From an optimization exercise on the open Yosys and OpenROAD flow, aimed at small area; shortcuts taken in it are not production practice.
Only simulation tests tie the RTL to the original design; equivalence was not proved.
In every run shown here, the design's own scripts or RTL, not TritonCTS, make the clock network.
No driver is modelled on the clock port, so clock power and skew are understated where the tree is cut down; a real chip needs a root buffer or a tree.
Power is estimated from default activity; no workload was simulated.

<file path="design/flow/design.v">
typedef logic [7:0]  char_t;        
typedef logic [9:0]  cell_addr_t;   
typedef logic [4:0]  row_t;
typedef logic [4:0]  col_t;
typedef logic [6:0]  str_addr_t;    
typedef logic [56:0] chip_id_t;
typedef struct packed {
   logic progress;
   logic result;
} test_status_t;
typedef struct packed {
   logic         vga;
   logic         mode;      
   chip_id_t     chip_id;
   test_status_t memtest;
   test_status_t sdtest;
   logic [2:0]   mouse;     
} status_t;
`timescale 1ns/1ns
module video_text (
   input  logic [1:0] pos,
   input  logic       vga,
   input  logic       mode,
   output logic [6:0] ch
);
   always_comb
      case ({vga, mode, pos})
         4'b1010, 4'b1110: ch = 7'h56;    
         4'b1011, 4'b1111: ch = 7'h47;    
         4'b1000, 4'b1100: ch = 7'h41;    
         4'b1001, 4'b1101: ch = 7'h20;
         4'b0110:          ch = 7'h4E;    
         4'b0111:          ch = 7'h54;    
         4'b0100:          ch = 7'h53;    
         4'b0101:          ch = 7'h43;    
         4'b0010:          ch = 7'h50;    
         4'b0011:          ch = 7'h41;    
         4'b0000:          ch = 7'h4C;    
         default:          ch = 7'h20;
      endcase
endmodule
module result_text (
   input  logic [3:0] pos,
   input  logic       progress,
   input  logic       result,
   output logic [6:0] ch
);
   always_comb begin
      ch = 7'h20;
      if (progress)
         case (pos)
            4'd5: ch = 7'h77;    
            4'd6: ch = 7'h61;    
            4'd7: ch = 7'h69;    
            4'd8: ch = 7'h74;    
            default: ;
         endcase
      else if (result)
         case (pos)
            4'd5: ch = 7'h4F;    
            4'd6: ch = 7'h4B;    
            default: ;
         endcase
      else
         case (pos)
            4'd5: ch = 7'h45;    
            4'd8: ch = 7'h4F;    
            default: ch = 7'h52;  
         endcase
   end
endmodule
module mouse_text (
   input  logic [1:0] pos,
   input  logic [2:0] mouse,       
   output logic [6:0] ch
);
   always_comb
      case (pos)
         2'd1:    ch = mouse[0] ? 7'h4C : 7'h20;    
         2'd2:    ch = mouse[2] ? 7'h4D : 7'h20;    
         default: ch = mouse[1] ? 7'h52 : 7'h20;    
      endcase
endmodule
`timescale 1ns/1ns
module id_nibble_mux (
   input  logic [24:10] col_sel,
   input  logic [56:0]  chip_id,
   output logic [3:0]   nib
);
   logic [59:0] id_full;
   assign id_full = {3'b000, chip_id};
   always_comb begin
      nib = 4'h0;
      for (int col = 10; col <= 24; col++)
         nib = nib | ({4{col_sel[col]}} & id_full[4*(24 - col) +: 4]);
   end
endmodule
module hex_digit (
   input  logic [3:0] nib,
   output logic [6:0] ch
);
   always_comb
      case (nib)
         4'h0: ch = 7'h30;  4'h1: ch = 7'h31;  4'h2: ch = 7'h32;  4'h3: ch = 7'h33;
         4'h4: ch = 7'h34;  4'h5: ch = 7'h35;  4'h6: ch = 7'h36;  4'h7: ch = 7'h37;
         4'h8: ch = 7'h38;  4'h9: ch = 7'h39;  4'hA: ch = 7'h41;  4'hB: ch = 7'h42;
         4'hC: ch = 7'h43;  4'hD: ch = 7'h44;  4'hE: ch = 7'h45;  default: ch = 7'h46;
      endcase
endmodule
`timescale 1ns/1ns
module cell_decode (
   input  logic [9:0]  addr,
   output logic [25:10] col_sel,    
   output logic        row3,        
   output logic        row4,        
   output logic        row_res,     
   output logic        row14        
);
   logic [4:0] r, c;
   assign r = addr[9:5];
   assign c = addr[4:0];
   always_comb
      for (int i = 10; i <= 25; i++)
         col_sel[i] = (c == 5'(i));
   assign row3    = ~r[3] & ~r[2] &  r[1] &  r[0];
   assign row4    = ~r[3] &  r[2] & ~r[1] & ~r[0];
   assign row_res =  (r[3] ^ r[1]) & r[2] & ~r[0];
   assign row14   =  r[3] &  r[2] &  r[1] & ~r[0];
endmodule
`timescale 1ns/1ns
module status_console (
   input  logic         clk,
   input  logic         arst_n,
   input  logic [65:0]  status,        
   input  logic [9:0]   fetch_addr,    
   output logic [7:0]   fetch_char     
);
typedef logic [7:0]  char_t;        
typedef logic [9:0]  cell_addr_t;   
typedef logic [4:0]  row_t;
typedef logic [4:0]  col_t;
typedef logic [6:0]  str_addr_t;    
typedef logic [56:0] chip_id_t;
typedef struct packed {
   logic progress;
   logic result;
} test_status_t;
typedef struct packed {
   logic         vga;
   logic         mode;      
   chip_id_t     chip_id;
   test_status_t memtest;
   test_status_t sdtest;
   logic [2:0]   mouse;     
} status_t;
   status_t st;
   assign st = status;
   logic [25:10] col_sel;
   logic         row3, row4, row_res, row14;
   cell_decode u_dec (.addr(fetch_addr), .col_sel, .row3, .row4, .row_res, .row14);
   logic [3:0] nib;
   logic [6:0] hex_ch, video_ch, res_ch, mouse_ch;
   test_status_t t;
   id_nibble_mux u_nib (.col_sel(col_sel[24:10]), .chip_id(st.chip_id), .nib);
   hex_digit     u_hex (.nib, .ch(hex_ch));
   video_text u_video (.pos(fetch_addr[1:0]), .vga(st.vga), .mode(st.mode), .ch(video_ch));
   assign t = fetch_addr[8] ? st.sdtest : st.memtest;     
   result_text u_res (.pos(fetch_addr[3:0]), .progress(t.progress), .result(t.result),
                      .ch(res_ch));
   mouse_text u_mouse (.pos(fetch_addr[1:0]), .mouse(st.mouse), .ch(mouse_ch));
   logic in_id, in_video, in_res, in_mouse;
   assign in_id    = row4    & (|col_sel[24:10]);
   assign in_video = row3    & (|col_sel[13:10]);
   assign in_res   = row_res & (|col_sel[25:21]);
   assign in_mouse = row14   & (|col_sel[23:21]);
   logic [6:0] ch;
   always_comb
      for (int b = 0; b < 7; b++)
         if (b == 5)    
            ch[b] = ~((in_id    & ~hex_ch[b])   | (in_video & ~video_ch[b]) |
                      (in_res   & ~res_ch[b])   | (in_mouse & ~mouse_ch[b]));
         else
            ch[b] =   (in_id    &  hex_ch[b])   | (in_video &  video_ch[b]) |
                      (in_res   &  res_ch[b])   | (in_mouse &  mouse_ch[b]);
   always_ff @(posedge clk) begin
      fetch_char <= {1'b0, ch};
   end
endmodule
</file>
<file path="design/flow/flow/run.sh">
#!/bin/bash
# The standard layout, with three changes:
#  - the synthesized netlist is flow/netlist.v, built gate by gate from the same
#    function as the RTL (see gen/ in the version); this script first proves with
#    yosys that it does exactly what design.v does, and stops if it does not.
#    Its registers are the standard synthesis's: same names, same dfxtp cells;
#  - the port buffers are the smallest buffer (buf_1) instead of the delay buffer
#    the resizer picks by default;
#  - the clock of the seven registers comes through one clkbuf_2 placed among them
#    (flow/cts_one_buffer.tcl) instead of TritonCTS's root buffer, two leaf
#    buffers and a dummy load.
set -euo pipefail
here=$(pwd)
res=$here/orfs/results/$FLOW_PLATFORM/status_console/base
lib=$FLOW_HOME/platforms/$FLOW_PLATFORM/lib/sky130_fd_sc_hd__tt_025C_1v80.lib
export BUFFER_PORTS_ARGS="-buffer_cell sky130_fd_sc_hd__buf_1"

# The standard synthesis, for everything the later steps read besides the netlist
bash standard.sh synth > flow_synth.log 2>&1

bash flow/equiv.sh "$FLOW_DESIGN" flow/netlist.v "$lib" > flow_equiv.log 2>&1
grep -q "Equivalence successfully proven" flow_equiv.log

cp "$res/1_2_yosys.v" standard_1_2_yosys.v
cp flow/netlist.v "$res/1_2_yosys.v"
rm -f "$res/1_synth.odb" "$res/1_synth.sdc"
bash standard.sh place > flow_place.log 2>&1
RESULTS=$res LIB=$lib openroad -no_init -exit flow/cts_one_buffer.tcl > flow_cts.log 2>&1
bash standard.sh finish > flow_layout.log 2>&1
</file>
<file path="design/flow/flow/cts_one_buffer.tcl">
# Clock "tree" for the seven fetch_char registers: one clkbuf_2 between the clk
# port and every register clock pin, placed at the registers' centroid. All
# registers get the same clock arrival; no other change to the placement.
set res $::env(RESULTS)
read_liberty $::env(LIB)
read_db $res/3_place.odb
read_sdc $res/3_place.sdc

set block [ord::get_db_block]
set clk [$block findNet clk]
set master [[ord::get_db] findMaster sky130_fd_sc_hd__clkbuf_2]
set buf [odb::dbInst_create $block $master clkbuf_regs]
set leaf [odb::dbNet_create $block clknet_regs]
$leaf setSigType CLOCK
$clk setSigType CLOCK

set n 0; set sx 0; set sy 0
foreach it [$clk getITerms] {
  set inst [$it getInst]
  if {[[$it getMTerm] getName] ne "CLK"} { error "unexpected load on clk: [$inst getName]" }
  $it disconnect
  $it connect $leaf
  lassign [$inst getLocation] x y
  incr sx $x; incr sy $y; incr n
}
puts "moved $n register clock pins to clknet_regs"
[$buf findITerm A] connect $clk
[$buf findITerm X] connect $leaf
$buf setLocation [expr {$sx / $n}] [expr {$sy / $n}]
$buf setPlacementStatus PLACED
global_connect

detailed_placement
check_placement -verbose

set_propagated_clock [all_clocks]
estimate_parasitics -placement
report_clock_skew
report_checks -path_delay min_max
report_check_types -max_slew -max_capacitance -violators

write_db $res/4_1_cts.odb
write_sdc $res/4_cts.sdc
file copy -force $res/4_1_cts.odb $res/4_cts.odb
</file>
<file path="design/flow/flow/equiv.sh">
#!/bin/bash
# equiv.sh DESIGN NETLIST LIB: proves that NETLIST does what DESIGN (the RTL) does,
# register for register (the registers are paired by name).
set -euo pipefail
D=$1; N=$2; LIB=$3; T=$(mktemp -d equiv.XXXXXX)
yosys -p "read_verilog -sv $D; hierarchy -top status_console; proc; flatten; memory; memory_map; opt; rename status_console gold; write_rtlil $T/gold.il"
yosys -p "read_liberty -ignore_miss_func $LIB; read_verilog $N; hierarchy -top status_console; proc; flatten; opt_clean; rename status_console gate; write_rtlil $T/gate.il"
yosys -p "read_rtlil $T/gold.il; read_rtlil $T/gate.il; equiv_make gold gate equiv; hierarchy -top equiv; equiv_simple -seq 2; equiv_induct -seq 2; equiv_status -assert"
rm -rf "$T"
</file>
<file path="design/flow/flow/netlist.v">
/* Generated by Yosys 0.63+post (git sha1 UNKNOWN-dirty, g++ 11.4.0-1ubuntu1~22.04.3 -fPIC -O3) */

module status_console(clk, arst_n, status, fetch_addr, fetch_char);
  input clk;
  wire clk;
  input arst_n;
  wire arst_n;
  input [65:0] status;
  wire [65:0] status;
  input [9:0] fetch_addr;
  wire [9:0] fetch_addr;
  output [7:0] fetch_char;
  wire [7:0] fetch_char;
  wire hex_g_g0;
  wire hex_g_g1;
  wire hex_g_g2;
  wire hex_g_g3;
  wire hex_g_g4;
  wire hex_g_g5;
  wire hex_g_g6;
  wire n1;
  wire n10;
  wire n11;
  wire n12;
  wire n13;
  wire n14;
  wire n15;
  wire n16;
  wire n17;
  wire n18;
  wire n19;
  wire n2;
  wire n20;
  wire n21;
  wire n22;
  wire n23;
  wire n24;
  wire n25;
  wire n26;
  wire n27;
  wire n28;
  wire n29;
  wire n3;
  wire n31;
  wire n32;
  wire n33;
  wire n34;
  wire n35;
  wire n36;
  wire n37;
  wire n38;
  wire n39;
  wire n4;
  wire n40;
  wire n41;
  wire n42;
  wire n43;
  wire n44;
  wire n45;
  wire n46;
  wire n47;
  wire n48;
  wire n49;
  wire n5;
  wire n50;
  wire n51;
  wire n52;
  wire n53;
  wire n54;
  wire n55;
  wire n56;
  wire n57;
  wire n58;
  wire n59;
  wire n6;
  wire n60;
  wire n61;
  wire n62;
  wire n63;
  wire n64;
  wire n65;
  wire n66;
  wire n67;
  wire n68;
  wire n69;
  wire n7;
  wire n70;
  wire n71;
  wire n72;
  wire n73;
  wire n74;
  wire n75;
  wire n76;
  wire n77;
  wire n78;
  wire n79;
  wire n8;
  wire n80;
  wire n81;
  wire n82;
  wire n83;
  wire n84;
  wire n85;
  wire n86;
  wire n87;
  wire n88;
  wire n9;
  wire res_g_g0;
  wire res_g_g1;
  wire res_g_g2;
  wire res_g_g3;
  wire res_g_g4;
  wire res_g_g5;
  wire res_g_g6;
  wire \u_hex_g._00_ ;
  wire \u_hex_g._01_ ;
  wire \u_hex_g._02_ ;
  wire \u_hex_g._03_ ;
  wire \u_hex_g._04_ ;
  wire \u_hex_g._05_ ;
  wire \u_hex_g._06_ ;
  wire \u_res_g._00_ ;
  wire \u_res_g._01_ ;
  wire \u_res_g._02_ ;
  wire \u_res_g._03_ ;
  wire \u_res_g._04_ ;
  wire \u_res_g._05_ ;
  wire \u_res_g._06_ ;
  wire \u_res_g._07_ ;
  wire \u_res_g._08_ ;
  wire \u_res_g._09_ ;
  wire \u_res_g._10_ ;
  wire \u_res_g._11_ ;
  wire \u_res_g._12_ ;
  wire \u_res_g._13_ ;
  wire \u_res_g._14_ ;
  wire \u_res_g._15_ ;
  wire \u_video_g._00_ ;
  wire \u_video_g._01_ ;
  wire \u_video_g._02_ ;
  wire \u_video_g._03_ ;
  wire \u_video_g._04_ ;
  wire \u_video_g._05_ ;
  wire \u_video_g._06_ ;
  wire \u_video_g._07_ ;
  wire \u_video_g._08_ ;
  wire \u_video_g._09_ ;
  wire video_g_g0;
  wire video_g_g1;
  wire video_g_g2;
  wire video_g_g3;
  wire video_g_g4;
  wire video_g_g5;
  wire video_g_g6;
  sky130_fd_sc_hd__dfxtp_1 \fetch_char[0]$_DFF_P_  (
    .CLK(clk),
    .D(n82),
    .Q(fetch_char[0])
  );
  sky130_fd_sc_hd__dfxtp_1 \fetch_char[1]$_DFF_P_  (
    .CLK(clk),
    .D(n83),
    .Q(fetch_char[1])
  );
  sky130_fd_sc_hd__dfxtp_1 \fetch_char[2]$_DFF_P_  (
    .CLK(clk),
    .D(n84),
    .Q(fetch_char[2])
  );
  sky130_fd_sc_hd__dfxtp_1 \fetch_char[3]$_DFF_P_  (
    .CLK(clk),
    .D(n85),
    .Q(fetch_char[3])
  );
  sky130_fd_sc_hd__dfxtp_1 \fetch_char[4]$_DFF_P_  (
    .CLK(clk),
    .D(n86),
    .Q(fetch_char[4])
  );
  sky130_fd_sc_hd__dfxtp_1 \fetch_char[5]$_DFF_P_  (
    .CLK(clk),
    .D(n87),
    .Q(fetch_char[5])
  );
  sky130_fd_sc_hd__dfxtp_1 \fetch_char[6]$_DFF_P_  (
    .CLK(clk),
    .D(n88),
    .Q(fetch_char[6])
  );
  sky130_fd_sc_hd__inv_1 g1 (
    .A(fetch_addr[0]),
    .Y(n1)
  );
  sky130_fd_sc_hd__nand3_1 g10 (
    .A(fetch_addr[4]),
    .B(n4),
    .C(n3),
    .Y(n10)
  );
  sky130_fd_sc_hd__nand3_1 g11 (
    .A(fetch_addr[4]),
    .B(n4),
    .C(fetch_addr[2]),
    .Y(n11)
  );
  sky130_fd_sc_hd__nand3_1 g12 (
    .A(fetch_addr[4]),
    .B(fetch_addr[3]),
    .C(n3),
    .Y(n12)
  );
  sky130_fd_sc_hd__nand3_1 g13 (
    .A(n5),
    .B(fetch_addr[3]),
    .C(n3),
    .Y(n13)
  );
  sky130_fd_sc_hd__nand3_1 g14 (
    .A(n5),
    .B(fetch_addr[3]),
    .C(fetch_addr[2]),
    .Y(n14)
  );
  sky130_fd_sc_hd__nor2_1 g15 (
    .A(n8),
    .B(n13),
    .Y(n15)
  );
  sky130_fd_sc_hd__nor2_1 g16 (
    .A(n9),
    .B(n13),
    .Y(n16)
  );
  sky130_fd_sc_hd__nor2_1 g17 (
    .A(n6),
    .B(n14),
    .Y(n17)
  );
  sky130_fd_sc_hd__nor2_1 g18 (
    .A(n7),
    .B(n14),
    .Y(n18)
  );
  sky130_fd_sc_hd__nor2_1 g19 (
    .A(n8),
    .B(n14),
    .Y(n19)
  );
  sky130_fd_sc_hd__inv_1 g2 (
    .A(fetch_addr[1]),
    .Y(n2)
  );
  sky130_fd_sc_hd__nor2_1 g20 (
    .A(n9),
    .B(n14),
    .Y(n20)
  );
  sky130_fd_sc_hd__nor2_1 g21 (
    .A(n6),
    .B(n10),
    .Y(n21)
  );
  sky130_fd_sc_hd__nor2_1 g22 (
    .A(n7),
    .B(n10),
    .Y(n22)
  );
  sky130_fd_sc_hd__nor2_1 g23 (
    .A(n8),
    .B(n10),
    .Y(n23)
  );
  sky130_fd_sc_hd__nor2_1 g24 (
    .A(n9),
    .B(n10),
    .Y(n24)
  );
  sky130_fd_sc_hd__nor2_1 g25 (
    .A(n6),
    .B(n11),
    .Y(n25)
  );
  sky130_fd_sc_hd__nor2_1 g26 (
    .A(n7),
    .B(n11),
    .Y(n26)
  );
  sky130_fd_sc_hd__nor2_1 g27 (
    .A(n8),
    .B(n11),
    .Y(n27)
  );
  sky130_fd_sc_hd__nor2_1 g28 (
    .A(n9),
    .B(n11),
    .Y(n28)
  );
  sky130_fd_sc_hd__nor2_1 g29 (
    .A(n6),
    .B(n12),
    .Y(n29)
  );
  sky130_fd_sc_hd__inv_1 g3 (
    .A(fetch_addr[2]),
    .Y(n3)
  );
  sky130_fd_sc_hd__inv_1 g31 (
    .A(fetch_addr[5]),
    .Y(n31)
  );
  sky130_fd_sc_hd__inv_1 g32 (
    .A(fetch_addr[6]),
    .Y(n32)
  );
  sky130_fd_sc_hd__inv_1 g33 (
    .A(fetch_addr[7]),
    .Y(n33)
  );
  sky130_fd_sc_hd__inv_1 g34 (
    .A(fetch_addr[8]),
    .Y(n34)
  );
  sky130_fd_sc_hd__nor4_1 g35 (
    .A(fetch_addr[8]),
    .B(fetch_addr[7]),
    .C(n32),
    .D(n31),
    .Y(n35)
  );
  sky130_fd_sc_hd__nor4_1 g36 (
    .A(fetch_addr[8]),
    .B(n33),
    .C(fetch_addr[6]),
    .D(fetch_addr[5]),
    .Y(n36)
  );
  sky130_fd_sc_hd__nor4_1 g37 (
    .A(n34),
    .B(n33),
    .C(n32),
    .D(fetch_addr[5]),
    .Y(n37)
  );
  sky130_fd_sc_hd__xnor2_1 g38 (
    .A(fetch_addr[8]),
    .B(fetch_addr[6]),
    .Y(n38)
  );
  sky130_fd_sc_hd__nor3_1 g39 (
    .A(n38),
    .B(n33),
    .C(fetch_addr[5]),
    .Y(n39)
  );
  sky130_fd_sc_hd__inv_1 g4 (
    .A(fetch_addr[3]),
    .Y(n4)
  );
  sky130_fd_sc_hd__mux2i_1 g40 (
    .A0(n14),
    .A1(n13),
    .S(fetch_addr[1]),
    .Y(n40)
  );
  sky130_fd_sc_hd__nor2_1 g41 (
    .A(n13),
    .B(n2),
    .Y(n41)
  );
  sky130_fd_sc_hd__nor2_1 g42 (
    .A(n41),
    .B(n29),
    .Y(n42)
  );
  sky130_fd_sc_hd__nand4_1 g43 (
    .A(n14),
    .B(n10),
    .C(n11),
    .D(n42),
    .Y(n43)
  );
  sky130_fd_sc_hd__nor2_1 g44 (
    .A(fetch_addr[1]),
    .B(fetch_addr[0]),
    .Y(n44)
  );
  sky130_fd_sc_hd__o22ai_1 g45 (
    .A1(n11),
    .A2(n44),
    .B1(n12),
    .B2(fetch_addr[1]),
    .Y(n45)
  );
  sky130_fd_sc_hd__and2_0 g46 (
    .A(n36),
    .B(n43),
    .X(n46)
  );
  sky130_fd_sc_hd__and2_0 g47 (
    .A(n39),
    .B(n45),
    .X(n47)
  );
  sky130_fd_sc_hd__a222oi_1 g48 (
    .A1(n15),
    .A2(status[63]),
    .B1(n16),
    .B2(status[59]),
    .C1(n17),
    .C2(status[55]),
    .Y(n48)
  );
  sky130_fd_sc_hd__a222oi_1 g49 (
    .A1(n18),
    .A2(status[51]),
    .B1(n19),
    .B2(status[47]),
    .C1(n20),
    .C2(status[43]),
    .Y(n49)
  );
  sky130_fd_sc_hd__inv_1 g5 (
    .A(fetch_addr[4]),
    .Y(n5)
  );
  sky130_fd_sc_hd__a222oi_1 g50 (
    .A1(n21),
    .A2(status[39]),
    .B1(n22),
    .B2(status[35]),
    .C1(n23),
    .C2(status[31]),
    .Y(n50)
  );
  sky130_fd_sc_hd__a222oi_1 g51 (
    .A1(n24),
    .A2(status[27]),
    .B1(n25),
    .B2(status[23]),
    .C1(n26),
    .C2(status[19]),
    .Y(n51)
  );
  sky130_fd_sc_hd__a222oi_1 g52 (
    .A1(n27),
    .A2(status[15]),
    .B1(n28),
    .B2(status[11]),
    .C1(n29),
    .C2(status[7]),
    .Y(n52)
  );
  sky130_fd_sc_hd__nand3_1 g53 (
    .A(n48),
    .B(n49),
    .C(n50),
    .Y(n53)
  );
  sky130_fd_sc_hd__nand2_1 g54 (
    .A(n51),
    .B(n52),
    .Y(n54)
  );
  sky130_fd_sc_hd__a222oi_1 g55 (
    .A1(n16),
    .A2(status[60]),
    .B1(n17),
    .B2(status[56]),
    .C1(n18),
    .C2(status[52]),
    .Y(n55)
  );
  sky130_fd_sc_hd__a222oi_1 g56 (
    .A1(n19),
    .A2(status[48]),
    .B1(n20),
    .B2(status[44]),
    .C1(n21),
    .C2(status[40]),
    .Y(n56)
  );
  sky130_fd_sc_hd__a222oi_1 g57 (
    .A1(n22),
    .A2(status[36]),
    .B1(n23),
    .B2(status[32]),
    .C1(n24),
    .C2(status[28]),
    .Y(n57)
  );
  sky130_fd_sc_hd__a222oi_1 g58 (
    .A1(n25),
    .A2(status[24]),
    .B1(n26),
    .B2(status[20]),
    .C1(n27),
    .C2(status[16]),
    .Y(n58)
  );
  sky130_fd_sc_hd__a22oi_1 g59 (
    .A1(n28),
    .A2(status[12]),
    .B1(n29),
    .B2(status[8]),
    .Y(n59)
  );
  sky130_fd_sc_hd__nand2_1 g6 (
    .A(n2),
    .B(n1),
    .Y(n6)
  );
  sky130_fd_sc_hd__nand3_1 g60 (
    .A(n55),
    .B(n56),
    .C(n57),
    .Y(n60)
  );
  sky130_fd_sc_hd__nand2_1 g61 (
    .A(n58),
    .B(n59),
    .Y(n61)
  );
  sky130_fd_sc_hd__a222oi_1 g62 (
    .A1(n16),
    .A2(status[61]),
    .B1(n17),
    .B2(status[57]),
    .C1(n18),
    .C2(status[53]),
    .Y(n62)
  );
  sky130_fd_sc_hd__a222oi_1 g63 (
    .A1(n19),
    .A2(status[49]),
    .B1(n20),
    .B2(status[45]),
    .C1(n21),
    .C2(status[41]),
    .Y(n63)
  );
  sky130_fd_sc_hd__a222oi_1 g64 (
    .A1(n22),
    .A2(status[37]),
    .B1(n23),
    .B2(status[33]),
    .C1(n24),
    .C2(status[29]),
    .Y(n64)
  );
  sky130_fd_sc_hd__a222oi_1 g65 (
    .A1(n25),
    .A2(status[25]),
    .B1(n26),
    .B2(status[21]),
    .C1(n27),
    .C2(status[17]),
    .Y(n65)
  );
  sky130_fd_sc_hd__a22oi_1 g66 (
    .A1(n28),
    .A2(status[13]),
    .B1(n29),
    .B2(status[9]),
    .Y(n66)
  );
  sky130_fd_sc_hd__nand3_1 g67 (
    .A(n62),
    .B(n63),
    .C(n64),
    .Y(n67)
  );
  sky130_fd_sc_hd__nand2_1 g68 (
    .A(n65),
    .B(n66),
    .Y(n68)
  );
  sky130_fd_sc_hd__a222oi_1 g69 (
    .A1(n16),
    .A2(status[62]),
    .B1(n17),
    .B2(status[58]),
    .C1(n18),
    .C2(status[54]),
    .Y(n69)
  );
  sky130_fd_sc_hd__nand2_1 g7 (
    .A(n2),
    .B(fetch_addr[0]),
    .Y(n7)
  );
  sky130_fd_sc_hd__a222oi_1 g70 (
    .A1(n19),
    .A2(status[50]),
    .B1(n20),
    .B2(status[46]),
    .C1(n21),
    .C2(status[42]),
    .Y(n70)
  );
  sky130_fd_sc_hd__a222oi_1 g71 (
    .A1(n22),
    .A2(status[38]),
    .B1(n23),
    .B2(status[34]),
    .C1(n24),
    .C2(status[30]),
    .Y(n71)
  );
  sky130_fd_sc_hd__a222oi_1 g72 (
    .A1(n25),
    .A2(status[26]),
    .B1(n26),
    .B2(status[22]),
    .C1(n27),
    .C2(status[18]),
    .Y(n72)
  );
  sky130_fd_sc_hd__a22oi_1 g73 (
    .A1(n28),
    .A2(status[14]),
    .B1(n29),
    .B2(status[10]),
    .Y(n73)
  );
  sky130_fd_sc_hd__nand3_1 g74 (
    .A(n69),
    .B(n70),
    .C(n71),
    .Y(n74)
  );
  sky130_fd_sc_hd__nand2_1 g75 (
    .A(n72),
    .B(n73),
    .Y(n75)
  );
  sky130_fd_sc_hd__nand3_1 g76 (
    .A(n37),
    .B(n26),
    .C(status[0]),
    .Y(n76)
  );
  sky130_fd_sc_hd__nand3_1 g77 (
    .A(n37),
    .B(n27),
    .C(status[2]),
    .Y(n77)
  );
  sky130_fd_sc_hd__nand3_1 g78 (
    .A(n37),
    .B(n28),
    .C(status[1]),
    .Y(n78)
  );
  sky130_fd_sc_hd__and3_1 g79 (
    .A(n76),
    .B(n77),
    .C(n78),
    .X(n79)
  );
  sky130_fd_sc_hd__nand2_1 g8 (
    .A(fetch_addr[1]),
    .B(n1),
    .Y(n8)
  );
  sky130_fd_sc_hd__nand3_1 g80 (
    .A(n76),
    .B(n77),
    .C(n78),
    .Y(n80)
  );
  sky130_fd_sc_hd__and2_0 g81 (
    .A(n76),
    .B(n77),
    .X(n81)
  );
  sky130_fd_sc_hd__nand4_1 g82 (
    .A(hex_g_g0),
    .B(video_g_g0),
    .C(res_g_g0),
    .D(n77),
    .Y(n82)
  );
  sky130_fd_sc_hd__nand4_1 g83 (
    .A(hex_g_g1),
    .B(video_g_g1),
    .C(res_g_g1),
    .D(n78),
    .Y(n83)
  );
  sky130_fd_sc_hd__nand4_1 g84 (
    .A(hex_g_g2),
    .B(video_g_g2),
    .C(res_g_g2),
    .D(n81),
    .Y(n84)
  );
  sky130_fd_sc_hd__nand4_1 g85 (
    .A(hex_g_g3),
    .B(video_g_g3),
    .C(res_g_g3),
    .D(n81),
    .Y(n85)
  );
  sky130_fd_sc_hd__nand4_1 g86 (
    .A(hex_g_g4),
    .B(video_g_g4),
    .C(res_g_g4),
    .D(n78),
    .Y(n86)
  );
  sky130_fd_sc_hd__nor4_1 g87 (
    .A(hex_g_g5),
    .B(video_g_g5),
    .C(res_g_g5),
    .D(n80),
    .Y(n87)
  );
  sky130_fd_sc_hd__nand4_1 g88 (
    .A(hex_g_g6),
    .B(video_g_g6),
    .C(res_g_g6),
    .D(n79),
    .Y(n88)
  );
  sky130_fd_sc_hd__nand2_1 g9 (
    .A(fetch_addr[1]),
    .B(fetch_addr[0]),
    .Y(n9)
  );
  sky130_fd_sc_hd__conb_1 tie_lo (
    .LO(fetch_char[7])
  );
  sky130_fd_sc_hd__nor2_1 \u_hex_g._07_  (
    .A(n75),
    .B(n74),
    .Y(\u_hex_g._00_ )
  );
  sky130_fd_sc_hd__o21ai_0 \u_hex_g._08_  (
    .A1(n68),
    .A2(n67),
    .B1(n46),
    .Y(\u_hex_g._01_ )
  );
  sky130_fd_sc_hd__o21ai_0 \u_hex_g._09_  (
    .A1(n61),
    .A2(n60),
    .B1(n46),
    .Y(\u_hex_g._02_ )
  );
  sky130_fd_sc_hd__a21oi_1 \u_hex_g._10_  (
    .A1(\u_hex_g._01_ ),
    .A2(\u_hex_g._02_ ),
    .B1(\u_hex_g._00_ ),
    .Y(hex_g_g5)
  );
  sky130_fd_sc_hd__clkinv_1 \u_hex_g._11_  (
    .A(hex_g_g5),
    .Y(hex_g_g6)
  );
  sky130_fd_sc_hd__nand2_1 \u_hex_g._12_  (
    .A(n46),
    .B(hex_g_g6),
    .Y(hex_g_g4)
  );
  sky130_fd_sc_hd__or2_0 \u_hex_g._13_  (
    .A(\u_hex_g._00_ ),
    .B(hex_g_g4),
    .X(hex_g_g3)
  );
  sky130_fd_sc_hd__nor2_1 \u_hex_g._14_  (
    .A(n54),
    .B(n53),
    .Y(\u_hex_g._03_ )
  );
  sky130_fd_sc_hd__nand2_1 \u_hex_g._15_  (
    .A(hex_g_g5),
    .B(\u_hex_g._03_ ),
    .Y(\u_hex_g._04_ )
  );
  sky130_fd_sc_hd__nor3_1 \u_hex_g._16_  (
    .A(n61),
    .B(n60),
    .C(\u_hex_g._04_ ),
    .Y(\u_hex_g._05_ )
  );
  sky130_fd_sc_hd__or2_0 \u_hex_g._17_  (
    .A(\u_hex_g._01_ ),
    .B(\u_hex_g._05_ ),
    .X(hex_g_g2)
  );
  sky130_fd_sc_hd__clkinv_1 \u_hex_g._18_  (
    .A(\u_hex_g._02_ ),
    .Y(\u_hex_g._06_ )
  );
  sky130_fd_sc_hd__a21oi_1 \u_hex_g._19_  (
    .A1(\u_hex_g._06_ ),
    .A2(\u_hex_g._04_ ),
    .B1(\u_hex_g._05_ ),
    .Y(hex_g_g1)
  );
  sky130_fd_sc_hd__o21a_1 \u_hex_g._20_  (
    .A1(hex_g_g4),
    .A2(\u_hex_g._03_ ),
    .B1(\u_hex_g._04_ ),
    .X(hex_g_g0)
  );
  sky130_fd_sc_hd__o21a_1 \u_res_g._16_  (
    .A1(fetch_addr[1]),
    .A2(fetch_addr[3]),
    .B1(fetch_addr[0]),
    .X(\u_res_g._00_ )
  );
  sky130_fd_sc_hd__clkinv_1 \u_res_g._17_  (
    .A(n47),
    .Y(\u_res_g._01_ )
  );
  sky130_fd_sc_hd__nor3_1 \u_res_g._18_  (
    .A(fetch_addr[1]),
    .B(fetch_addr[3]),
    .C(\u_res_g._01_ ),
    .Y(\u_res_g._02_ )
  );
  sky130_fd_sc_hd__or2_0 \u_res_g._19_  (
    .A(fetch_addr[8]),
    .B(status[6]),
    .X(\u_res_g._03_ )
  );
  sky130_fd_sc_hd__nand2b_1 \u_res_g._20_  (
    .A_N(status[4]),
    .B(fetch_addr[8]),
    .Y(\u_res_g._04_ )
  );
  sky130_fd_sc_hd__o22ai_1 \u_res_g._21_  (
    .A1(status[5]),
    .A2(\u_res_g._03_ ),
    .B1(status[3]),
    .B2(\u_res_g._04_ ),
    .Y(\u_res_g._05_ )
  );
  sky130_fd_sc_hd__and2_0 \u_res_g._22_  (
    .A(\u_res_g._03_ ),
    .B(\u_res_g._04_ ),
    .X(\u_res_g._06_ )
  );
  sky130_fd_sc_hd__nor2_1 \u_res_g._23_  (
    .A(fetch_addr[1]),
    .B(\u_res_g._00_ ),
    .Y(\u_res_g._07_ )
  );
  sky130_fd_sc_hd__nor2b_1 \u_res_g._24_  (
    .A(\u_res_g._07_ ),
    .B_N(\u_res_g._05_ ),
    .Y(\u_res_g._08_ )
  );
  sky130_fd_sc_hd__a21oi_1 \u_res_g._25_  (
    .A1(\u_res_g._06_ ),
    .A2(\u_res_g._07_ ),
    .B1(\u_res_g._08_ ),
    .Y(\u_res_g._09_ )
  );
  sky130_fd_sc_hd__a211oi_1 \u_res_g._26_  (
    .A1(fetch_addr[1]),
    .A2(fetch_addr[3]),
    .B1(\u_res_g._01_ ),
    .C1(\u_res_g._09_ ),
    .Y(\u_res_g._10_ )
  );
  sky130_fd_sc_hd__clkinv_1 \u_res_g._27_  (
    .A(fetch_addr[3]),
    .Y(\u_res_g._11_ )
  );
  sky130_fd_sc_hd__nor2_1 \u_res_g._28_  (
    .A(\u_res_g._00_ ),
    .B(\u_res_g._08_ ),
    .Y(\u_res_g._12_ )
  );
  sky130_fd_sc_hd__o221ai_1 \u_res_g._29_  (
    .A1(\u_res_g._11_ ),
    .A2(\u_res_g._05_ ),
    .B1(\u_res_g._06_ ),
    .B2(\u_res_g._12_ ),
    .C1(n47),
    .Y(res_g_g0)
  );
  sky130_fd_sc_hd__clkinv_1 \u_res_g._30_  (
    .A(res_g_g0),
    .Y(\u_res_g._13_ )
  );
  sky130_fd_sc_hd__nor2_1 \u_res_g._31_  (
    .A(\u_res_g._10_ ),
    .B(\u_res_g._13_ ),
    .Y(res_g_g6)
  );
  sky130_fd_sc_hd__nor2_1 \u_res_g._32_  (
    .A(\u_res_g._06_ ),
    .B(res_g_g6),
    .Y(res_g_g5)
  );
  sky130_fd_sc_hd__nor2_1 \u_res_g._33_  (
    .A(\u_res_g._02_ ),
    .B(res_g_g5),
    .Y(\u_res_g._14_ )
  );
  sky130_fd_sc_hd__a21oi_1 \u_res_g._34_  (
    .A1(\u_res_g._02_ ),
    .A2(\u_res_g._05_ ),
    .B1(\u_res_g._14_ ),
    .Y(\u_res_g._15_ )
  );
  sky130_fd_sc_hd__clkinv_1 \u_res_g._35_  (
    .A(\u_res_g._10_ ),
    .Y(res_g_g4)
  );
  sky130_fd_sc_hd__o211ai_1 \u_res_g._36_  (
    .A1(\u_res_g._00_ ),
    .A2(\u_res_g._15_ ),
    .B1(res_g_g4),
    .C1(\u_res_g._13_ ),
    .Y(res_g_g3)
  );
  sky130_fd_sc_hd__o21ai_0 \u_res_g._37_  (
    .A1(\u_res_g._10_ ),
    .A2(\u_res_g._13_ ),
    .B1(\u_res_g._07_ ),
    .Y(res_g_g2)
  );
  sky130_fd_sc_hd__clkinv_1 \u_res_g._38_  (
    .A(\u_res_g._15_ ),
    .Y(res_g_g1)
  );
  sky130_fd_sc_hd__nand3_1 \u_video_g._10_  (
    .A(n40),
    .B(n35),
    .C(fetch_addr[1]),
    .Y(\u_video_g._00_ )
  );
  sky130_fd_sc_hd__clkinv_1 \u_video_g._11_  (
    .A(status[65]),
    .Y(\u_video_g._01_ )
  );
  sky130_fd_sc_hd__nand2_1 \u_video_g._12_  (
    .A(status[64]),
    .B(\u_video_g._01_ ),
    .Y(\u_video_g._02_ )
  );
  sky130_fd_sc_hd__nor2_1 \u_video_g._13_  (
    .A(fetch_addr[0]),
    .B(\u_video_g._02_ ),
    .Y(\u_video_g._03_ )
  );
  sky130_fd_sc_hd__nand2_1 \u_video_g._14_  (
    .A(n40),
    .B(n35),
    .Y(\u_video_g._04_ )
  );
  sky130_fd_sc_hd__and2_0 \u_video_g._15_  (
    .A(fetch_addr[0]),
    .B(\u_video_g._02_ ),
    .X(\u_video_g._05_ )
  );
  sky130_fd_sc_hd__o21ai_0 \u_video_g._16_  (
    .A1(\u_video_g._04_ ),
    .A2(\u_video_g._05_ ),
    .B1(\u_video_g._00_ ),
    .Y(video_g_g5)
  );
  sky130_fd_sc_hd__nor2_1 \u_video_g._17_  (
    .A(status[64]),
    .B(status[65]),
    .Y(\u_video_g._06_ )
  );
  sky130_fd_sc_hd__nor2_1 \u_video_g._18_  (
    .A(\u_video_g._00_ ),
    .B(\u_video_g._06_ ),
    .Y(\u_video_g._07_ )
  );
  sky130_fd_sc_hd__a31oi_1 \u_video_g._19_  (
    .A1(\u_video_g._00_ ),
    .A2(video_g_g5),
    .A3(\u_video_g._06_ ),
    .B1(\u_video_g._07_ ),
    .Y(video_g_g2)
  );
  sky130_fd_sc_hd__o21bai_1 \u_video_g._20_  (
    .A1(\u_video_g._00_ ),
    .A2(\u_video_g._03_ ),
    .B1_N(video_g_g2),
    .Y(video_g_g3)
  );
  sky130_fd_sc_hd__clkinv_1 \u_video_g._21_  (
    .A(video_g_g5),
    .Y(video_g_g6)
  );
  sky130_fd_sc_hd__nor3_1 \u_video_g._22_  (
    .A(\u_video_g._00_ ),
    .B(\u_video_g._03_ ),
    .C(\u_video_g._05_ ),
    .Y(\u_video_g._08_ )
  );
  sky130_fd_sc_hd__o32a_1 \u_video_g._23_  (
    .A1(video_g_g6),
    .A2(\u_video_g._08_ ),
    .A3(\u_video_g._02_ ),
    .B1(\u_video_g._01_ ),
    .B2(\u_video_g._00_ ),
    .X(video_g_g1)
  );
  sky130_fd_sc_hd__nor2_1 \u_video_g._24_  (
    .A(video_g_g6),
    .B(\u_video_g._08_ ),
    .Y(\u_video_g._09_ )
  );
  sky130_fd_sc_hd__nand2_1 \u_video_g._25_  (
    .A(video_g_g3),
    .B(\u_video_g._09_ ),
    .Y(video_g_g0)
  );
  sky130_fd_sc_hd__a31oi_1 \u_video_g._26_  (
    .A1(\u_video_g._00_ ),
    .A2(video_g_g5),
    .A3(\u_video_g._03_ ),
    .B1(\u_video_g._08_ ),
    .Y(video_g_g4)
  );
endmodule
</file>
<file path="design/flow/standard.sh">
#!/bin/bash
# synth_recipe.tcl (not shown) runs the flow's synth.tcl, then flattens the netlist and writes it again
# the make line also repeats each setting of config.mk as NAME=value (left out here)
make -C /OpenROAD-flow-scripts/flow DESIGN_CONFIG=/design/flow/config.mk WORK_HOME=/design/flow/orfs CLKGATE_MAP_FILE= SYNTH_SCRIPT=/design/flow/synth_recipe.tcl "${@:-finish}"
</file>
<file path="design/flow/config.mk">
export PLATFORM = sky130hd
export DESIGN_NAME = status_console
export DESIGN_NICKNAME = status_console
export VERILOG_FILES = /design/flow/design.v
export SDC_FILE = /design/flow/constraint.sdc
export NUM_CORES = 4
export LEC_CHECK = 0
export CAP_MARGIN = 20
export CORE_AREA = 2.3 2.72 58.7 60.0
export CTS_BUF_LIST = sky130_fd_sc_hd__clkbuf_2
export DIE_AREA = 0 0 61 62.2
export PLACE_DENSITY = 0.7
export SLEW_MARGIN = 20
export SYNTH_MEMORY_MAX_BITS = 8192
</file>
<file path="design/flow/constraint.sdc">
create_clock -name core_clock -period 6.0 [get_ports {clk}]
set_input_delay 1.2000 -clock core_clock [delete_from_list [all_inputs] [get_ports {clk}]]
set_output_delay 1.2000 -clock core_clock [all_outputs]
set_load 0.01 [all_outputs]
</file>
==> results.txt, run 1 <==
STA:
- At the pin with the least slew margin, the transition time is 573 ps.
- The number of pins with negative max-slew slack in the final report is 0.
- Setup violations remaining at the end of the flow were counted as 0.
- The worst setup slack after layout is 2670 ps.
- Subtracting the final worst setup slack from the clock period gives 3330 ps.
- The worst pin sits at a relative slew slack of 61.4%.
- The achievable frequency is 300 MHz.
- The final hold violation count came to 0.
- The sum of negative setup slack is 0 ps.
- Setup repair after global routing left no endpoint under its margin.
- The final period utilization is 55.5%.

Worst setup path:
- Together, buffers and inverters on the worst path number 2.
- The family with the most delay on the worst path is simple AND/OR/NAND/NOR gates.
- The worst setup path is captured at a register.
- The origin of the worst setup path is fetch_addr[1].
- STA classifies the critical path startpoint as an input pin.
- The type of the worst setup path is in2reg.
- For this design, the slowest cell found on the critical path is nor2_1.
- Data on the critical path is required at its endpoint by 6030 ps.
- The data arrival at the endpoint of the critical path is 3360 ps.
- Traced cell by cell, the critical path runs through buf_1, inv_1, nand2_1, nor2_1, nor2_1, nand4_1, and2_0, o21ai_0, a21oi_1, nand2_1, nor3_1, or2_0, nand4_1.
- The biggest fanout along the worst timing path is 11.
- The largest stage delay on the critical path is 370 ps.

Cells and area:
- The largest registers in the layout are fetch_char (7).
- The sequential cells in the finished layout cover a total of 140 sq um.
- The post-route netlist has 0.431% of its cells at a drive strength greater than 1.
- Excluding fillers, the count of instances in the completed layout stands at 278.
- The area growth from synthesis to final layout is 39.8%.
- The largest register by flop count is fetch_char.
- The flip-flop count of the largest register, all copies and words added is 7.
- The final net count is 312.
- The fill cell total of the finished layout is 382.
- The area occupied by multi-input gates is 722 sq um.
- The number of antenna cells inserted is 0.
- For this run, the share of the core covered by cells in the final layout is 40.6%.

Route:
- The detailed-route vias per instance is 5.25.
- After detailed routing, the number of remaining DRC violations is 0.
- The detail route stage leaves a number of antenna-violating nets equal to 0.
- For this block, the initial DRC count from the detailed router was 196.
- The routed via count is 1,459.
- The total length of routed wires is 3390 um.
- For this run, the detailed router's first-pass iteration total came to 7.
- The average routed wire per standard cell is 12.2 um.

Hold path:
- The type of the worst min-delay path is in2reg.
- The end point of the worst hold path is fetch_char[0]$_DFF_P_.
- Along the worst hold path, the cell count comes to 3.
- The worst hold path begins at status[2].

Power and ir drop:
- The static leakage is 0.465 nW.
- The total net switching power is 0.0387 mW.
- The internal portion of total power is 0.0730 mW.
- The part of the power in registers is 42.8%.
- The share of total power consumed by net switching is 34.7%.
- The power per unit of standard cell area is 85.9 mW/mm^2.
- The combinational power share is 43.4%.
- The peak supply drop is 0.0000391 V.
- The clock network accounts for 13.8% of the total power.

Global routing:
- Entering global routing, the biggest net connects 12 pins.
- After global routing the overflow that remains totals 0.
- The initial antenna violation count is 0.
- The via count of the first global-routing pass is 1,279.
- The wire length of the first global-routing pass is 5200 um.
- The overall track demand over capacity in global routing is 16.8%.

Floorplan:
- In this run the standard cell core region covers 0.00321 sq mm.
- The die covers 0.00379 sq mm.
- The initial utilization of the core area, before any placement, comes to 29.0%.
- The vertical die dimension is 62.2 um.
- The die is 61 um wide.
- The count of standard-cell rows is 21.
- The count of boundary I/O pins is 86.

Run:
- The count of maximum capacitance violations is 0.

Placed design:
- After detailed placement, the design holds a cell count of 277.
- The placement-stage worst setup slack is 2530 ps.
- The count of port buffers added during placement is 82.
- Detailed placement finished with a half-perimeter wire length of 2930 um.
- The congestion estimate from routability-driven global placement came to 0.926.

Outcome:
- The flow ran to the end and the layout has no timing, DRC or antenna violations.

Logic synthesis:
- The number of nets in the synthesized netlist is 227.
- The Yosys step of the flow raised 7 warnings.
- Each instance of the synthesized netlist takes up on average 6.24 sq um.
- The synthesized netlist occupies a cell area of 930 sq um.
- The cell count after synthesis came out at 149.

CTS:
- Clock-pin slew was measured on the worst setup and hold paths at 110 ps.
## cells in the final DEF (no fill, tap or decap), types with 3 or more instances in the layout
cell       n
or2_0      3
nor3_1     4
nor2_1    29
nand4_1    7
and2_0     5
nand2_1   13
nand3_1   14
a21oi_1    4
a22oi_1    3
a222oi_1  17
o21ai_0    4
buf_1     82
inv_1      9
dfxtp_1    7
clkinv_1   9
nor4_1     4
## worst max path at each step
stage | endpoint | slack [ps] | cells past startpoint
2_1_floorplan | fetch_char[3]$_DFF_P_ | 3160 | 12
3_3_place_gp | fetch_char[2]$_DFF_P_ | 2600 | 13
3_5_place_dp | fetch_char[2]$_DFF_P_ | 2530 | 13
5_1_grt | fetch_char[2]$_DFF_P_ | 2350 | 13
6_report | fetch_char[2]$_DFF_P_ | 2670 | 13
## power groups by stage
| stage | clock (mW) | combinational (mW) | sequential, mW |
|---|---|---|---|
| finish | 0.0154 | 0.0485 | 0.0478 |
| global route | 0.0175 | 0.0545 | 0.0480 |
| detailed placement | 0 | 0.0478 | 0.0489 |
| global placement | 0 | 0.0471 | 0.0489 |
| floorplan | 0 | 0.0207 | 0.0495 |
## layer usage
layer	global-route usage [%]	vias up	share of wire [%]	wire length, um
met2	28.2	72	46	1550
met3	0.417	6	7.4	249
met4	2.45	0	1.7	57
met1	23.9	630	45	1530
met5	0	-	0	0
li1	-	751	-	-
## area by class of cell
type                    count  share of cell area [%]
flip-flops and latches      7                    10.8
inverters                  18                    5.20
well taps                  46                    4.43
plain buffers               1                   0.385
multi-input cells         124                    55.5
repair buffers             82                    23.7
## per-stage QoR
stage / total power [mW] / hold WS [ps] / instance area, sq um
2_1_floorplan: 0.0703 / 1420 / 930
3_3_place_gp: 0.0960 / 1540 / 1290
3_5_place_dp: 0.0967 / 1550 / 1290
5_1_grt: 0.120 / 1410 / 1300
6_report: 0.112 / 1390 / 1300
==> run 2, diff against run 1 <==
--- a/design/flow/flow/run.sh
+++ b/design/flow/flow/run.sh
@@ -6,7 +6,7 @@
 #    Its registers are the standard synthesis's: same names, same dfxtp cells;
 #  - the port buffers are the smallest buffer (buf_1) instead of the delay buffer
 #    the resizer picks by default;
-#  - the clock of the seven registers comes through one clkbuf_2 placed among them
+#  - the clock of the seven registers comes through one clkbuf_4 placed among them
 #    (flow/cts_one_buffer.tcl) instead of TritonCTS's root buffer, two leaf
 #    buffers and a dummy load.
 set -euo pipefail
--- a/design/flow/flow/cts_one_buffer.tcl
+++ b/design/flow/flow/cts_one_buffer.tcl
@@ -1,4 +1,4 @@
-# Clock "tree" for the seven fetch_char registers: one clkbuf_2 between the clk
+# Clock "tree" for the seven fetch_char registers: one clkbuf_4 between the clk
 # port and every register clock pin, placed at the registers' centroid. All
 # registers get the same clock arrival; no other change to the placement.
 set res $::env(RESULTS)
@@ -8,7 +8,7 @@
 
 set block [ord::get_db_block]
 set clk [$block findNet clk]
-set master [[ord::get_db] findMaster sky130_fd_sc_hd__clkbuf_2]
+set master [[ord::get_db] findMaster sky130_fd_sc_hd__clkbuf_4]
 set buf [odb::dbInst_create $block $master clkbuf_regs]
 set leaf [odb::dbNet_create $block clknet_regs]
 $leaf setSigType CLOCK
==> run 2 against run 1 <==
  * Critical endpoint unchanged
  * Routed wire length about the same
  * Die area unchanged
  * Sequential share of layout area about the same
  * Design area up 0.19%
  * First-iteration DRC count unchanged
  * Total power up 3.0%
  * Worst setup slack worse by 9.5 ps
  * Synthesized cell count unchanged
==> results.txt, run 2 <==
Outcome:
- The run finished with no timing, DRC or antenna violations.

Floorplan:
- The die outline width is 61 um.
- The vertical die dimension is 62.2 um.
- The count of boundary I/O pins is 86.
- In this run the core area contains 21 standard-cell rows.
- The initial utilization of the core area, before any placement, comes to 29.0%.
- The floorplan step defined a die boundary enclosing 0.00379 sq mm.
- The core region area is 0.00321 sq mm.

Logic synthesis:
- Counting every net in the synthesized netlist gives 227.
- For this run, the number of Yosys warnings is 7.
- The total standard cell area after synthesis is 930 sq um.
- The cell count after synthesis came out at 149.
- Dividing the synthesized area by the synthesized cell count gives 6.24 sq um.

Hold path:
- The type of the worst min-delay path is in2reg.
- The start point of the worst min-delay path is status[2].

Global routing:
- The via count of the first global-routing pass came to 1,279.
- The initial antenna violation count came to 0.
- The total overflow left after global routing is 0.
- Entering global routing, the biggest net connects 12 pins.
- The overall track demand over capacity in global routing is 16.8%.
- The wire length of the first global-routing pass is 5200 um.

Cells and area:
- The number of antenna cells inserted is 0.
- The combined flip-flop and latch cell area is 140 sq um.
- The multi-input combinational cells in the finished layout cover a total of 722 sq um.
- The library cell used most frequently in the layout, excluding fill and tap cells, is buf_1.
- The final standard cell area without fillers is 0.00130 sq mm.
- Leaving out fill and tap cells, the most frequent cells in the layout are buf_1 (82), nor2_1 (29), a222oi_1 (17).
- The fill cell total of the finished layout is 381.
- In the final layout, the registers with the most flip-flops are fetch_char (7).
- The flip-flop count of the largest register, all copies and words added is 7.
- The share of the core filled with cells is 40.6%.
- From synthesis to final layout, the design area changed by 40.1%.
- The largest register by flop count is fetch_char.
- The final net count is 312.
- The ratio of cells with drive above 1 in the final layout is 0.431%.

Placed design:
- After legalization and detailed placement, the total HPWL measured 2930 um.
- The final weighted congestion in routability-driven placement is 0.926.
- The count of buffers added on input and output ports is 82.
- Summing all placed instances gives a cell area of 0.00129 sq mm.

Route:
- Detailed routing inserted a total of 1,459 vias.
- The number of nets with antenna violations after detailed routing is 0.
- In this run, the number of DRC markers left after iteration 0 of detailed routing was 196.
- The average routed wire per standard cell is 12.2 um.
- The total length of routed wires is 3390 um.
- The pre-antenna-repair detailed-routing pass consisted of 7 iterations.
- For this run, design rule violations remaining after detail routing come to 0.
- The detailed-route vias per instance is 5.25.

STA:
- The final period utilization is 55.7%.
- The final count of negative-setup-slack endpoints is 0.
- The final hold violation count was 0.
- The sum of negative setup slack is 0 ps.
- The actual slew at the worst max-slew pin is 573 ps.
- Measured against its own limit, the worst slew margin works out to 61.4%.
- The routed design could run at a clock period as short as 3340 ps.
- The number of pins with negative max-slew slack in the final report is 0.
- For this run, the top clock speed supported by timing is 299 MHz.
- Setup repair after global routing left no endpoint under its margin.

Power and ir drop:
- Dividing total power by cell area gives a power density of 88.3 mW/mm^2.
- The peak supply drop is 0.0000447 V.
- Summed over all cells, the static leakage comes to 0.465 nW.

Worst setup path:
- Data on the critical path is required at its endpoint by 6020 ps.
- The kind of start point of the critical path is an input pin.
- Along the worst path, the maximum fanout reaches 11.
- The endpoint kind of the worst setup timing path is a register.
- The critical path starts at fetch_addr[1].
- The data arrival at the endpoint of the critical path is 3360 ps.
- By startpoint and endpoint, the worst setup path is classified as in2reg.

CTS:
- Clock-pin slew was measured on the worst setup and hold paths at 70 ps.

Run:
- The count of maximum capacitance violations is 0.
run 2: cell type report:
cell class,count,share of cell area (%)
multi-input combinational,124,55.4
timing repair buffer,82,23.6
sequential,7,10.8
inverter,18,5.19
tap,46,4.42
buffer,1,0.576
run 2: worst paths after layout:
| path | endpoint | depth (start not counted) |
|---|---|---|
| setup / recovery | fetch_char[2]$_DFF_P_ | 13 |
| hold / removal | fetch_char[0]$_DFF_P_ | 3 |
run 2: power by group:
part           internal [mW]  switching (mW)
logic                 0.0207          0.0278
registers             0.0475        0.000239
clock network        0.00795          0.0108
total                 0.0762          0.0388
run 2: per-layer routing:
layer | share of wire [%] | GRT usage (%)
met4 | 1.7 | 2.45
met3 | 7.4 | 0.417
met2 | 46 | 28.2
met5 | 0 | 0
met1 | 45 | 23.9
run 2: stage by stage:
stage | power [mW] | worst slack, ps | cells | hold WS (ps)
global route | 0.123 | 2330 | 278 | 1430
floorplan | 0.0703 | 3160 | 149 | 1420
finish | 0.115 | 2660 | 278 | 1390
detailed placement | 0.0967 | 2530 | 277 | 1550
global placement | 0.0960 | 2600 | 277 | 1540
run 2: critical path, stage by stage:
cell and delay [ps]:
buf_1 210, inv_1 150, nand2_1 120, nor2_1 370, nor2_1 80, nand4_1 100
and2_0 190, o21ai_0 140, a21oi_1 260, nand2_1 120, nor3_1 190, or2_0 150
nand4_1 80

-- re-timing with driven ports --
The flow's constraints put no driver on any port. The routed layouts listed below were extracted and timed again, unchanged, in two steps.
Step 1 (the two cells are an assumption about what drives the block):
set clk [get_ports {clk}]
set_driving_cell -lib_cell sky130_fd_sc_hd__clkbuf_16 $clk
set_driving_cell -lib_cell sky130_fd_sc_hd__buf_2 [delete_from_list [all_inputs] $clk]
Step 2 moves the port delays by t, midway between the first and last clock arrival at a register: inputs arrive t later, outputs are due t later. That takes back most of the time a late clock gives input paths.
a / b / c = ideal ports / drivers / drivers and shift; a / b = the first two.
run	shift t [ns]	setup WS [ns]	hold WS [ns]	worst setup path after step 2	slew at the worst register clock pin (ns)
run 1	0.154	2.670 / 2.665 / 2.511	1.386 / 1.418 / 1.572	input to register	0.11 / 0.11
run 2	0.154	2.660 / 2.656 / 2.502	1.391 / 1.423 / 1.577	input to register	0.07 / 0.07
After both steps setup and hold are still met in every run listed. The setup slack of run 1, which loses most, moves by -0.005 ns with the drivers and by -0.159 ns with both steps.
